Background: an optimization exercise with open tools, aiming at small area. Do not read the settings as production practice.
Where RTL was checked, it was by simulation tests only, not by an equivalence proof against the original.
No functional check of the RTL was part of run 2.

==> flow/design.v (outline; a module is shown in full before it is edited, if it fits) <==
// module sidRegs: 75 lines
// module sidVoice: 54 lines
// module sidEnvelope: 123 lines
// module sidMixer: 1205 lines
// module sidTop: 79 lines
module sidTop (
  input  logic            clk,
  input  logic            arstN,
  input  logic            clkEn,         
  input  logic            we,
  input  sidPkg::regAddrT addr,
  input  sidPkg::regDataT dataW,
  output sidPkg::regDataT dataR,
  output sidPkg::sampleT  audioOut
);
  // ...
==> flow/flow/run.sh <==
#!/bin/bash
# Own layout flow:
#  1. the standard synthesis (standard.sh), unchanged;
#  2. its combinational logic re-mapped for area with ABC (flow/remap.ys);
#     registers, full adders and tie cells are kept as they are;
#  3. a polarity clean-up (flow/faflip.py): full adders and simple gates
#     built in whichever polarity leaves the fewest inverters; then steps 2
#     and 3 once more;
#  4. the standard layout from floorplan on, with clock tree synthesis told
#     not to add dummy loads.
set -euo pipefail
R=$PWD/orfs/results/$FLOW_PLATFORM/sidTop/base
LIB=$FLOW_HOME/platforms/$FLOW_PLATFORM/lib/sky130_fd_sc_hd__tt_025C_1v80.lib
YOSYS=$FLOW_HOME/../tools/install/yosys/bin/yosys
[[ -x $YOSYS ]] || YOSYS=yosys
PERIOD_PS=$(python3 -c "print(int(round(float('$FLOW_PERIOD_NS') * 1000)))")

bash standard.sh "$R/1_2_yosys.v" > synth.log 2>&1
cp "$R/1_2_yosys.v" "$R/1_2_yosys_std.v"

printf 'set_driving_cell sky130_fd_sc_hd__buf_1\nset_load 5\n' > remap.constr
KEEP=$(grep -oE "sky130_fd_sc_hd__(df|fa_|conb|edf|sdf|dl)[A-Za-z0-9_]*" "$R/1_2_yosys_std.v" | sort -u | tr '\n' ' ')
# the platform's don't-use cells (low-power and probe cells) stay out of the mapping
DONTUSE=$(grep -oE 'cell \("?sky130_fd_sc_hd__(lpflow|probe)[A-Za-z0-9_]*' "$LIB" | sed -E 's/cell \("?/-dont_use /' | sort -u | tr '\n' ' ')
sed -e "s|{LIB}|$LIB|g" -e "s|{DONTUSE}|$DONTUSE|" -e "s|{KEEP}|$KEEP|" -e "s|{IN}|$R/1_2_yosys_std.v|" \
    -e "s|{TOP}|$FLOW_TOP|" -e "s|{SCRIPT}|$PWD/flow/area.abc|" -e "s|{CONSTR}|$PWD/remap.constr|" \
    -e "s|{PERIOD_PS}|$PERIOD_PS|" -e "s|{OUT}|$R/1_2_yosys_remap.v|" -e "s|{STAT}|$PWD/remap_stat.txt|" \
    flow/remap.ys > remap.ys
$YOSYS -q -l remap.log -s remap.ys > remap.out 2>&1

python3 flow/faflip.py "$LIB" "$R/1_2_yosys_remap.v" "$R/1_2_yosys_flip.v" > faflip.log 2>&1

# a second round: ABC again around the re-polarised adders, then the clean-up
sed -e "s|{LIB}|$LIB|g" -e "s|{DONTUSE}|$DONTUSE|" -e "s|{KEEP}|$KEEP|" -e "s|{IN}|$R/1_2_yosys_flip.v|" \
    -e "s|{TOP}|$FLOW_TOP|" -e "s|{SCRIPT}|$PWD/flow/area.abc|" -e "s|{CONSTR}|$PWD/remap.constr|" \
    -e "s|{PERIOD_PS}|$PERIOD_PS|" -e "s|{OUT}|$R/1_2_yosys_remap2.v|" -e "s|{STAT}|$PWD/remap2_stat.txt|" \
    flow/remap.ys > remap2.ys
$YOSYS -q -l remap2.log -s remap2.ys > remap2.out 2>&1
python3 flow/faflip.py "$LIB" "$R/1_2_yosys_remap2.v" "$R/1_2_yosys_flip2.v" > faflip2.log 2>&1
cp "$R/1_2_yosys_flip2.v" "$R/1_2_yosys.v"

CTS="-sink_clustering_enable -repair_clock_nets -dont_use_dummy_load -buf_list sky130_fd_sc_hd__clkbuf_8 -sink_clustering_size 18 -sink_clustering_max_diameter 55"
bash standard.sh "CTS_ARGS=$CTS" finish > layout.log 2>&1
==> flow/flow/area.abc <==
strash
dc2
dch -f
if -K 4
mfs2
strash
dc2
dch -f
amap
mfs
strash
dch -f
amap
mfs
strash
dch -f
amap
topo
==> flow/flow/faflip.py <==
"""Netlist polarity clean-up after the standard synthesis.

A full adder with all three inputs inverted gives both outputs inverted, and
many simple gates have a complementary cell with the same inputs (and2 and
nand2, a21o and a21oi, ...).  Yosys's full-adder extraction leaves many
inverters between adders; this chooses, per full adder and per simple gate,
which polarity to build so that the fewest inverters (by cell area) remain.
Registers and all other cells are left exactly as they are.

usage: faflip.py LIBERTY IN.v OUT.v
"""
import re, sys, collections, random
sys.path.insert(0, __import__('os').path.dirname(__file__))
import libinfo

INV_CELL = 'sky130_fd_sc_hd__inv_1'


def esc(n):
    # an escaped identifier ends at white space
    return n + ' ' if n.startswith('\\') else n


def parse(text):
    m = re.search(r'^module\s+(\S+)\s*\((.*?)\);', text, re.S | re.M)
    head_end = m.end()
    body_end = text.rindex('endmodule')
    body = text[head_end:body_end]
    insts = []
    other = []
    pos = 0
    inst_re = re.compile(r'^\s*(sky130_fd_sc_hd__\w+)\s+(\S+)\s*\((.*?)\);\s*$', re.S | re.M)
    for im in inst_re.finditer(body):
        other.append(body[pos:im.start()])
        pos = im.end()
        pins = [(p, n.strip()) for p, n in re.findall(r'\.(\w+)\(([^()]*)\)', im.group(3))]
        insts.append([im.group(1), im.group(2), pins])
    other.append(body[pos:])
    return text[:head_end], insts, ''.join(other), text[body_end:]


def main(libpath, src, dst):
    cells = libinfo.parse(libpath)
    comp = libinfo.complements(cells)
    area = {n: (c['area'] or 0.0) for n, c in cells.items()}
    outs = {n: set(c['out']) for n, c in cells.items()}
    text = open(src).read()
    head, insts, rest, tail = parse(text)
    ports = set()
    for d in re.findall(r'^\s*(?:input|output|inout)\s+(?:\[[^\]]*\]\s*)?([^;]+);', head + rest, re.M):
        for n in d.split(','):
            ports.add(n.strip())
    assigned = set()
    for a in re.findall(r'assign\s+(.*?);', rest, re.S):
        for tok in re.findall(r'\\?[\w\[\]\.$]+', a):
            assigned.add(tok)

    def portlike(n):
        base = n.split('[')[0].strip()
        return base in ports or n in ports or n in assigned or base in assigned or n.startswith("1'")

    def is_out(typ, p):
        return p in outs.get(typ, ())

    driver = {}
    for i, (typ, name, pins) in enumerate(insts):
        for p, n in pins:
            if is_out(typ, p):
                driver[n] = (i, p)
    # inverters and plain buffers between internal nets are folded away
    fold = {}     # output net -> (input net, parity)
    for i, (typ, name, pins) in enumerate(insts):
        short = typ.split('__')[1]
        if re.match(r'(inv|clkinv)_\d+$', short) or re.match(r'(buf|clkbuf)_\d+$', short):
            d = dict(pins)
            y = d.get('Y', d.get('X'))
            if y is not None and not portlike(y) and not portlike(d['A']):
                fold[y] = (d['A'], 1 if 'inv' in short else 0)

    def root(n):
        par = 0
        while n in fold:
            n, p = fold[n]
            par ^= p
        return n, par

    fa = [i for i, (t, _, _) in enumerate(insts) if re.search(r'__fa_\d+$', t)]
    fa_set = set(fa)
    # simple gates that may be swapped for their complement: only those whose
    # output is an internal net
    gates = []
    for i, (typ, name, pins) in enumerate(insts):
        if typ in comp and i not in fa_set:
            (o,) = outs[typ]
            onet = dict(pins)[o]
            if not portlike(onet):
                gates.append(i)
    gate_set = set(gates)
    gdelta = {i: area[comp[insts[i][0]]] - area[insts[i][0]] for i in gates}
    flip = {i: 0 for i in fa + gates}
    folded_cells = set()
    for i, (typ, name, pins) in enumerate(insts):
        d = dict(pins)
        y = d.get('Y', d.get('X'))
        if y in fold and len(pins) == 2:
            folded_cells.add(i)
    cons = collections.defaultdict(list)
    for i, (typ, name, pins) in enumerate(insts):
        if i in folded_cells:
            continue
        for p, n in pins:
            if is_out(typ, p):
                continue
            r, par = root(n)
            cons[r].append((i, p, par))
    # outputs of kept cells that nothing reads still count as roots
    inv_area = area[INV_CELL]

    def avail(r):
        d = driver.get(r)
        if d and (d[0] in fa_set or d[0] in gate_set) and d[0] not in folded_cells:
            return flip[d[0]]
        return 0

    def need_of(i, par):
        return par ^ (flip[i] if i in fa_set else 0)

    def cost_root(r):
        a = avail(r)
        for (i, p, par) in cons[r]:
            if need_of(i, par) != a:
                return inv_area
        return 0.0

    touch = collections.defaultdict(set)
    for r, lst in cons.items():
        for (i, p, par) in lst:
            if i in fa_set:
                touch[i].add(r)
    for i in fa + gates:
        for p, n in insts[i][2]:
            if is_out(insts[i][0], p):
                touch[i].add(n)

    def local(i):
        return sum(cost_root(r) for r in touch[i]) + (gdelta[i] if (i in gate_set and flip[i]) else 0.0)

    def total():
        return sum(cost_root(r) for r in cons) + sum(gdelta[i] for i in gates if flip[i])

    before = total()
    nodes = fa + gates

    def descend(order):
        changed = True
        while changed:
            changed = False
            for i in order:
                c0 = local(i)
                flip[i] ^= 1
                if local(i) < c0 - 1e-9:
                    changed = True
                else:
                    flip[i] ^= 1

    rng = random.Random(1)
    order = list(nodes)
    descend(order)
    best = total()
    best_flip = dict(flip)
    for _ in range(300):
        for i in rng.sample(nodes, max(1, len(nodes) // 40)):
            flip[i] ^= 1
        rng.shuffle(order)
        descend(order)
        c = total()
        if c <= best + 1e-9:
            best = c
            best_flip = dict(flip)
        else:
            flip.clear()
            flip.update(best_flip)
    flip.clear()
    flip.update(best_flip)
    after = total()
    folded_area = sum(area[insts[i][0]] for i in folded_cells)
    print(f"folded {len(folded_cells)} inverters/buffers ({folded_area:.1f} um2); "
          f"inverter+swap cost before {before:.1f}, after {after:.1f}; "
          f"flipped {sum(flip[i] for i in fa)} of {len(fa)} adders, "
          f"{sum(flip[i] for i in gates)} of {len(gates)} gates")
    # rewrite
    neg_net = {}
    new_insts = []
    decls = []
    k = 0
    # fresh names: a prefix that no existing name in the netlist starts with
    tag = 0
    while f"_pfix{tag}x" in text:
        tag += 1
    pre = f"_pfix{tag}x"
    for r in cons:
        a = avail(r)
        if any(need_of(i, par) != a for (i, p, par) in cons[r]):
            nn = f"{pre}{k}_"
            neg_net[r] = nn
            decls.append(f"  wire {nn};")
            new_insts.append([INV_CELL, f"{pre}c{k}_", [("A", r), ("Y", nn)]])
            k += 1
    out = []
    for i, (typ, name, pins) in enumerate(insts):
        if i in folded_cells:
            continue
        npins = []
        ntyp = typ
        if i in gate_set and flip[i]:
            ntyp = comp[typ]
            (o_old,) = outs[typ]
            (o_new,) = outs[ntyp]
        for p, n in pins:
            if is_out(typ, p):
                if ntyp != typ and p == o_old:
                    p = o_new
                npins.append((p, n))
                continue
            r, par = root(n)
            npins.append((p, r if need_of(i, par) == avail(r) else neg_net[r]))
        out.append([ntyp, name, npins])
    out += new_insts
    lines = []
    for typ, name, pins in out:
        lines.append(f"  {typ} {name} (\n" + ",\n".join(f"    .{p}({esc(n)})" for p, n in pins) + "\n  );")
    # sanity: every net driven at most once, and every read net still driven
    drv_count = collections.Counter()
    reads = set()
    for typ, name, pins in out:
        for p, n in pins:
            if is_out(typ, p):
                drv_count[n] += 1
            else:
                reads.add(n)
    multi = [n for n, c in drv_count.items() if c > 1]
    undriven = [n for n in reads if n not in drv_count and n not in driver and not portlike(n)]
    if multi or undriven:
        raise SystemExit(f"netlist check failed: multiply driven {multi[:5]}, undriven {undriven[:5]}")
    open(dst, 'w').write(head + "\n" + "\n".join(decls) + rest + "\n" + "\n".join(lines) + "\n" + tail)


if __name__ == '__main__':
    main(sys.argv[1], sys.argv[2], sys.argv[3])
==> flow/flow/libinfo.py <==
"""Cell areas, pins and output functions from a liberty file, and pairs of
cells that compute each other's complement from the same input pins."""
import re, itertools


def parse(path):
    cells = {}
    cur = None
    pin = None
    depth = 0
    stack = []
    for line in open(path):
        s = line.strip()
        m = re.match(r'cell \("?([\w]+)"?\)\s*\{', s)
        if m:
            cur = {'name': m.group(1), 'area': None, 'in': [], 'out': {}, 'ff': False}
            cells[cur['name']] = cur
            stack.append('cell')
            continue
        m = re.match(r'pin \("?(\w+)"?\)\s*\{', s)
        if m and cur is not None:
            pin = {'name': m.group(1), 'dir': None, 'func': None}
            stack.append(('pin', pin))
            continue
        if s.endswith('{'):
            if re.match(r'(ff|latch|statetable)\b', s) and cur is not None:
                cur['ff'] = True
            stack.append('x')
            continue
        if s.startswith('}'):
            if stack:
                top = stack.pop()
                if isinstance(top, tuple) and cur is not None:
                    p = top[1]
                    if p['dir'] == 'input':
                        cur['in'].append(p['name'])
                    elif p['dir'] == 'output':
                        cur['out'][p['name']] = p['func']
                if top == 'cell':
                    cur = None
            continue
        if cur is None:
            continue
        m = re.match(r'area\s*:\s*([\d.]+)', s)
        if m and cur['area'] is None and stack and stack[-1] == 'cell':
            cur['area'] = float(m.group(1))
        if stack and isinstance(stack[-1], tuple):
            p = stack[-1][1]
            m = re.match(r'direction\s*:\s*"?(\w+)"?', s)
            if m:
                p['dir'] = m.group(1)
            m = re.match(r'function\s*:\s*"([^"]*)"', s)
            if m:
                p['func'] = m.group(1)
    return cells


def evalf(func, env):
    e = func.replace('!', ' not ').replace('&', ' and ').replace('|', ' or ').replace('^', ' != ')
    for k in sorted(env, key=len, reverse=True):
        e = re.sub(r'\b%s\b' % k, str(bool(env[k])), e)
    return bool(eval(e))


def table(cell):
    (o, f), = cell['out'].items()
    ins = sorted(cell['in'])
    return tuple(evalf(f, dict(zip(ins, bits))) for bits in itertools.product([0, 1], repeat=len(ins)))


def complements(cells, prefix='sky130_fd_sc_hd__'):
    simple = {}
    for n, c in cells.items():
        if c['ff'] or len(c['out']) != 1 or not c['in'] or c['area'] is None:
            continue
        (o, f), = c['out'].items()
        if f is None or len(c['in']) > 5:
            continue
        if any(x in n for x in ('lpflow', 'probe', 'clk', 'dly', 'buf', 'inv')):
            continue
        try:
            simple[n] = (tuple(sorted(c['in'])), table(c))
        except Exception:
            continue
    by = {}
    for n, (ins, t) in simple.items():
        by.setdefault((ins, t), []).append(n)
    pairs = {}
    for n, (ins, t) in simple.items():
        comp = tuple(not x for x in t)
        cands = by.get((ins, comp), [])
        if cands:
            # same drive strength suffix if possible, else smallest area
            suf = n.rsplit('_', 1)[-1]
            same = [c for c in cands if c.rsplit('_', 1)[-1] == suf]
            pool = same or cands
            pairs[n] = min(pool, key=lambda c: cells[c]['area'])
    return pairs


if __name__ == '__main__':
    import sys
    cells = parse(sys.argv[1])
    p = complements(cells)
    for a in sorted(p):
        b = p[a]
        print(a, cells[a]['area'], list(cells[a]['out'])[0], '->', b, cells[b]['area'], list(cells[b]['out'])[0])
==> flow/flow/remap.ys <==
# Re-map the combinational logic of the standard synthesis netlist for area.
# Registers, full adders and tie cells stay exactly as they are (kept as
# black boxes); everything between them goes through ABC again.
read_liberty -ignore_miss_func {LIB}
blackbox {KEEP}
read_verilog {IN}
hierarchy -top {TOP}
flatten
opt_clean
abc -script {SCRIPT} -liberty {LIB} {DONTUSE} -constr {CONSTR} -D {PERIOD_PS}
opt_clean -purge
hilomap -singleton -hicell sky130_fd_sc_hd__conb_1 HI -locell sky130_fd_sc_hd__conb_1 LO
write_verilog -noattr -nohex -nodec {OUT}
tee -o {STAT} stat -liberty {LIB}
==> flow/standard.sh <==
#!/bin/bash
# synth_recipe.tcl (not shown) runs the flow's synth.tcl, then flattens the netlist and writes it again
# the make line also repeats each setting of config.mk as NAME=value (left out here)
make -C /OpenROAD-flow-scripts/flow DESIGN_CONFIG=/design/flow/config.mk WORK_HOME=/design/flow/orfs CLKGATE_MAP_FILE= SYNTH_SCRIPT=/design/flow/synth_recipe.tcl "${@:-finish}"
==> flow/config.mk <==
export PLATFORM = sky130hd
export DESIGN_NAME = sidTop
export DESIGN_NICKNAME = sidTop
export VERILOG_FILES = /design/flow/design.v
export SDC_FILE = /design/flow/constraint.sdc
export NUM_CORES = 4
export LEC_CHECK = 0
export CAP_MARGIN = 20
export CORE_MARGIN = 2
export CORE_UTILIZATION = 60
export CTS_BUF_LIST = sky130_fd_sc_hd__clkbuf_4
export GPL_TIMING_DRIVEN = 0
export SLEW_MARGIN = 20
==> flow/constraint.sdc <==
create_clock -name core_clock -period 9.0 [get_ports {clk}]
set_input_delay 1.8000 -clock core_clock [delete_from_list [all_inputs] [get_ports {clk}]]
set_output_delay 1.8000 -clock core_clock [all_outputs]
set_load 0.01 [all_outputs]
==> reports/qor.txt, run 1 <==
Average size of a mapped cell: 9.44 µm²
Post-Route M1 WL: 29200 µm
DRT Wirelength: 69100 µm
Sequential cell count: 397
Gpl congestion: 0.932
Clock Network Area Fraction: 1.88%
CTS Root Cell: clkbuf_8
CP Data Required Time: 9.58 ns
RR Endpoint: iMixer.clipReg[5]
Data buffer area share: 2.54%
Worst Setup Slack, final: 0.343 ns
Non-Filler Instances: 3556
Dpl cells: 3500
Clk slew on worst S/H paths: 0.10 ns
GRT busiest layer: met2
Crit path depth: 29
Routed wl met2: 31800 µm
Status: finished clean
Regs by FF count: genVoice.iVoice.acc: 72 flops, genVoice.iEnv.prescale: 48 flops, iRegs.freq: 48 flops
CTS buffer count: 40
Crit path kind: in2reg
Total global-route track usage: 30.6%
Footprint of the multi-input gates: 16000 µm²
Measured slew at the worst slew-check pin: 0.975 ns
Max-cap viol count: 0
Worst Hold Path Cells: 0
Max-slew headroom: 35.0%
==> inputs of run 2 (changes only) <==
--- a/flow/design.v
+++ b/flow/design.v
@@ -933,16 +933,17 @@
   logic q56;
   logic q57;
   logic q58;
   logic q59;
   logic q60;
   logic q61;
   logic [19:0] sclA, sclB;
   logic [19:0] scl;
+  logic [20:0] sclC;
   assign m0 = (wave[0][0] & env[0][0]) ^ (wave[1][0] & env[1][0]) ^ (wave[2][0] & env2g[0]);
   assign m1 = ((wave[0][0] & env[0][0]) & (wave[1][0] & env[1][0])) | ((wave[0][0] & env[0][0]) & (wave[2][0] & env2g[0])) | ((wave[1][0] & env[1][0]) & (wave[2][0] & env2g[0]));
   assign m2 = (wave[0][0] & env[0][1]) ^ (wave[0][1] & env[0][0]) ^ (wave[1][0] & env[1][1]);
   assign m3 = ((wave[0][0] & env[0][1]) & (wave[0][1] & env[0][0])) | ((wave[0][0] & env[0][1]) & (wave[1][0] & env[1][1])) | ((wave[0][1] & env[0][0]) & (wave[1][0] & env[1][1]));
   assign m4 = (wave[1][1] & env[1][0]) ^ m2 ^ (wave[2][0] & env2g[1]);
   assign m5 = ((wave[1][1] & env[1][0]) & m2) | ((wave[1][1] & env[1][0]) & (wave[2][0] & env2g[1])) | (m2 & (wave[2][0] & env2g[1]));
   assign m6 = (wave[2][1] & env2g[0]) ^ m1 ^ m4;
   assign m7 = ((wave[2][1] & env2g[0]) & m1) | ((wave[2][1] & env2g[0]) & m4) | (m1 & m4);
@@ -1520,17 +1521,21 @@
   assign q56 = ~(clipDly[15] & volume[1]) ^ (clipDly[14] & volume[2]) ^ (clipDly[13] & volume[3]);
   assign q57 = (~(clipDly[15] & volume[1]) & (clipDly[14] & volume[2])) | (~(clipDly[15] & volume[1]) & (clipDly[13] & volume[3])) | ((clipDly[14] & volume[2]) & (clipDly[13] & volume[3]));
   assign q58 = q51 ^ q56 ^ q53;
   assign q59 = (q51 & q56) | (q51 & q53) | (q56 & q53);
   assign q60 = ~(clipDly[15] & volume[2]) ^ (clipDly[14] & volume[3]) ^ q57;
   assign q61 = (~(clipDly[15] & volume[2]) & (clipDly[14] & volume[3])) | (~(clipDly[15] & volume[2]) & q57) | ((clipDly[14] & volume[3]) & q57);
   assign sclA = {1'b1, ~(clipDly[15] & volume[3]), q60, q58, q54, q45, q41, q37, q33, q29, q25, q21, q17, q13, q9, q5, q4, q0, (clipDly[1] & volume[0]), (clipDly[0] & volume[0])};
   assign sclB = {1'b0, q61, q59, q55, 1'b0, q48, q44, q40, q36, q32, q28, q24, q20, q16, q12, q8, 1'b0, 1'b0, (clipDly[0] & volume[1]), 1'b0};
-  assign scl = sclA + sclB;
+  assign sclC[0] = 1'b0;
+  for (genvar k = 0; k < 20; k++) begin : gscl
+    assign scl[k] = sclA[k] ^ sclB[k] ^ sclC[k];
+    assign sclC[k+1] = (sclA[k] & sclB[k]) | (sclA[k] & sclC[k]) | (sclB[k] & sclC[k]);
+  end
   always_comb begin
     if (!sum[21] && (sum[20] || sum[19]))      clipped = 16'sh7fff;
     else if (sum[21] && !(sum[20] && sum[19])) clipped = -16'sh8000;
     else                                       clipped = sum[19:4];
   end
   always_ff @(posedge clk or negedge arstN) begin
     if (!arstN) begin
       clipReg  <= '0;
--- a/flow/flow/run.sh
+++ b/flow/flow/run.sh
@@ -34,10 +34,10 @@
 sed -e "s|{LIB}|$LIB|g" -e "s|{DONTUSE}|$DONTUSE|" -e "s|{KEEP}|$KEEP|" -e "s|{IN}|$R/1_2_yosys_flip.v|" \
     -e "s|{TOP}|$FLOW_TOP|" -e "s|{SCRIPT}|$PWD/flow/area.abc|" -e "s|{CONSTR}|$PWD/remap.constr|" \
     -e "s|{PERIOD_PS}|$PERIOD_PS|" -e "s|{OUT}|$R/1_2_yosys_remap2.v|" -e "s|{STAT}|$PWD/remap2_stat.txt|" \
     flow/remap.ys > remap2.ys
 $YOSYS -q -l remap2.log -s remap2.ys > remap2.out 2>&1
 python3 flow/faflip.py "$LIB" "$R/1_2_yosys_remap2.v" "$R/1_2_yosys_flip2.v" > faflip2.log 2>&1
 cp "$R/1_2_yosys_flip2.v" "$R/1_2_yosys.v"
 
-CTS="-sink_clustering_enable -repair_clock_nets -dont_use_dummy_load -buf_list sky130_fd_sc_hd__clkbuf_8 -sink_clustering_size 18 -sink_clustering_max_diameter 55"
+CTS="-sink_clustering_enable -repair_clock_nets -dont_use_dummy_load -buf_list sky130_fd_sc_hd__clkbuf_8 -sink_clustering_size 16 -sink_clustering_max_diameter 50"
 bash standard.sh "CTS_ARGS=$CTS" finish > layout.log 2>&1
==> run 2 against run 1 <==
  * Clock skew shrank 0.055 ns
  * Flip-flop and latch count is the same
  * Worst hold slack gained 0.013 ns
  * Routed wire length grew 0.68%
  * Non-clock buffer count shrank 7
  * Final area shrank 0.16%
  * Register-to-register slack lost 0.30 ns
  * First-iteration DRC count grew 0.41%
==> reports/qor.txt, run 2 <==
Status: finished clean (unchanged)
Hold WS: 0.331 ns (was 0.318 ns)
Largest net degree at the start of global routing: 100 (was 93)
Cell area after layout: 29200 µm² (about the same)
# port buffers: 40 (unchanged)
Core area: 44300 µm² (unchanged)
Initial antenna violation count: 1 (was 0)
Max incr delay on CP: 0.44 ns (was 0.43 ns)
Via-per-instance ratio: 6.16 (was 6.12)
Slew Limit Fails: 0 (unchanged)
CP Data Arrival Time: 9.19 ns (was 9.23 ns)
CP most frequent cell: fa_1 (unchanged)
Max-slew headroom: 25.9% (was 35.0%)
Part of the cycle the worst path needs: 96.0% (was 96.2%)
Clock latency on the worst-skew pair: 0.64 ns (was 0.68 ns)
CP Data Required Time: 9.54 ns (was 9.58 ns)
Die Area: 46600 µm² (was 46700 µm²)
Layout cells sized above 1: 4.21% (was 4.01%)
DR vias: 21337 (was 21747)
Clk slew on worst S/H paths: 0.10 ns (about the same)
Max Clk Rate: 0.116 GHz (about the same)
Average size of a mapped cell: 9.73 µm² (was 9.44 µm²)
Die X: 216 µm (about the same)
Cells after Synth: 2771 (was 2859)
Nets: 3234 (was 3313)
I/O pins: 41 (unchanged)
Final setup violating endpoints: 0 (unchanged)
Measured slew at the worst slew-check pin: 1.11 ns (was 0.975 ns)
Syn nets: 3132 (was 3206)
Min Clock Period, post-route: 8.64 ns (was 8.66 ns)
H-tree Lvls: 2 (unchanged)
CTS buffer count: 41 (was 40)
Crit path max-delay cell type: fa_1 (unchanged)
Rows: 77 (unchanged)
Min-delay worst type: reg2reg (unchanged)
Largest register by flop count: genVoice.iVoice.acc (unchanged)
Type of origin of the critical path: input pin (unchanged)
Total grt overflow: 0 (unchanged)
Area after DPL: 28300 µm² (about the same)
DRT Wirelength: 69600 µm (was 69100 µm)
CTS Buffer Depth: 3 (unchanged)
First-pass GRT wire length: 114000 µm (was 113000 µm)
Max reg flops: 72 (unchanged)
P&R area growth vs syn: 8.33% (was 8.37%)
Vias in the first global route: 21475 (was 21893)
Top delay family on crit path: adder cells (unchanged)
TNS Setup: 0 ns (unchanged)
Num Clock Sinks: 397 (unchanged)
CTS tree: yes (unchanged)
Total global-route track usage: 31.1% (was 30.6%)
Crit path kind: in2reg (unchanged)
Gpl congestion: 0.925 (was 0.932)
YS warnings: 4 (unchanged)
Clock skew: 0.0726 ns (was 0.127 ns)
CTS Root Cell: clkbuf_8 (unchanged)
Die H: 216 µm (about the same)
CP bufs+invs: 4 (was 5)
Routed Antenna Nets: 0 (unchanged)
DR iter-0 viols: 1976 (was 1968)
Initial Util: 60.8% (was 60.9%)
Most frequent cells in the layout: nor2_1 (646), dfrtp_1 (397), fa_1 (329) (was nor2_1 (689), dfrtp_1 (397), inv_1 (324))
DR WL/cell: 20.1 µm (was 19.4 µm)
Setup crit end kind: flip-flop (unchanged)
Final hold violations: 0 (unchanged)
Dpl hpwl: 51300 µm (was 51200 µm)
CP Max Fanout: 25 (was 16)
Mapped Area: 26900 µm² (was 27000 µm²)
Regs by FF count: genVoice.iVoice.acc: 72 flops, genVoice.iEnv.prescale: 48 flops, iRegs.freq: 48 flops (unchanged)
Max-cap viol count: 0 (unchanged)
DRT Pass-1 Iters: 8 (was 6)
Drt drc: 0 (unchanged)
Commonest non-fill, non-tap cell in the layout: nor2_1 (unchanged)
run 2: final timing paths:
path                                         start                         end  slack (ns)  cells past startpoint
setup reg to reg           genVoice[0].iEnv.env[4]           iMixer.clipReg[0]        0.41                     26
hold / removal                  iMixer.clipReg[15]          iMixer.clipDly[15]        0.33                      0
setup / recovery                             clkEn  genVoice[0].iVoice.acc[23]        0.36                     28
hold reg to reg                 iMixer.clipReg[15]          iMixer.clipDly[15]        0.33                      0
min in group asynchronous                    arstN          iMixer.audioOut[1]        1.05                      1
max in group asynchronous                    arstN               iRegs.freq[4]        6.74                      3
run 2: what timing repair did:
item	in CTS	in global routing
setup buffers	3	6
pin swaps	1	9
hold buffers	0	0
gates resized for setup	42	43
endpoints found under the setup margin	40	24
gates cloned	1	2
run 2: routing by layer:
metal  part of all wire [%]  routed length [µm]  vias up  GRT usage (%)
met5                      0                   0        -              0
met4                    2.5                1730        0           9.38
met3                    7.5                5190      134           4.76
met2                     47               32600      842           48.8
met1                     43               30100    10738           45.4
li1                       -                   -     9623              -
run 2: final cells by class:
type,count,area (µm²)
Multi-Input combinational cell,2059,16100
Clock buffer,41,564
Timing Repair inverter,1,5.00
Antenna cell,1,2.50
Tap cell,592,741
Timing Repair Buffer,57,674
Fill cell,3616,15100
Sequential cell,397,9930
Inverter,316,1220
run 2: through the flow:
stage                     std cells  worst slack [ns]  utilization (%)
after floorplan                2771            0.0821                -
after global placement         3403            -11.02             63.4
after detailed placement       3411             -2.26             63.8
after CTS                      3456            0.0272             65.5
after global routing           3464           -0.0305             65.9
final                          3464             0.357             65.9

separate check: timing with driven ports:
The flow's constraints put no driver on any port. The routed layouts listed below were extracted and timed again, unchanged, in two steps. Step 1: set_driving_cell puts a clkbuf_16 on clk and a buf_2 on each other input, an assumption about the parent block. Step 2 times the ports against the registers' clock, not the clock port: input delays grow and output delays shrink by t, the midpoint of the rising clock arrivals with the driver on. Three values: ideal ports, drivers, drivers and shift; two values: the first two.
run	shift t [ns]	slack for setup (ns)	hold slack, ns	latest minus earliest clock arrival (ns)	slew at the worst register clock pin (ns)
run 1	0.669	0.343 / 0.348 / -0.321	0.318 / 0.318 / 0.318	0.128 / 0.128	0.11 / 0.11
run 2	0.660	0.357 / 0.350 / -0.310	0.331 / 0.331 / 0.331	0.086 / 0.087	0.10 / 0.10
Met with ideal ports but missed after step 2: setup timing in run 1 and run 2. For run 2, which loses most, drivers alone change the setup slack by -0.007 ns; drivers and shift together by -0.667 ns.
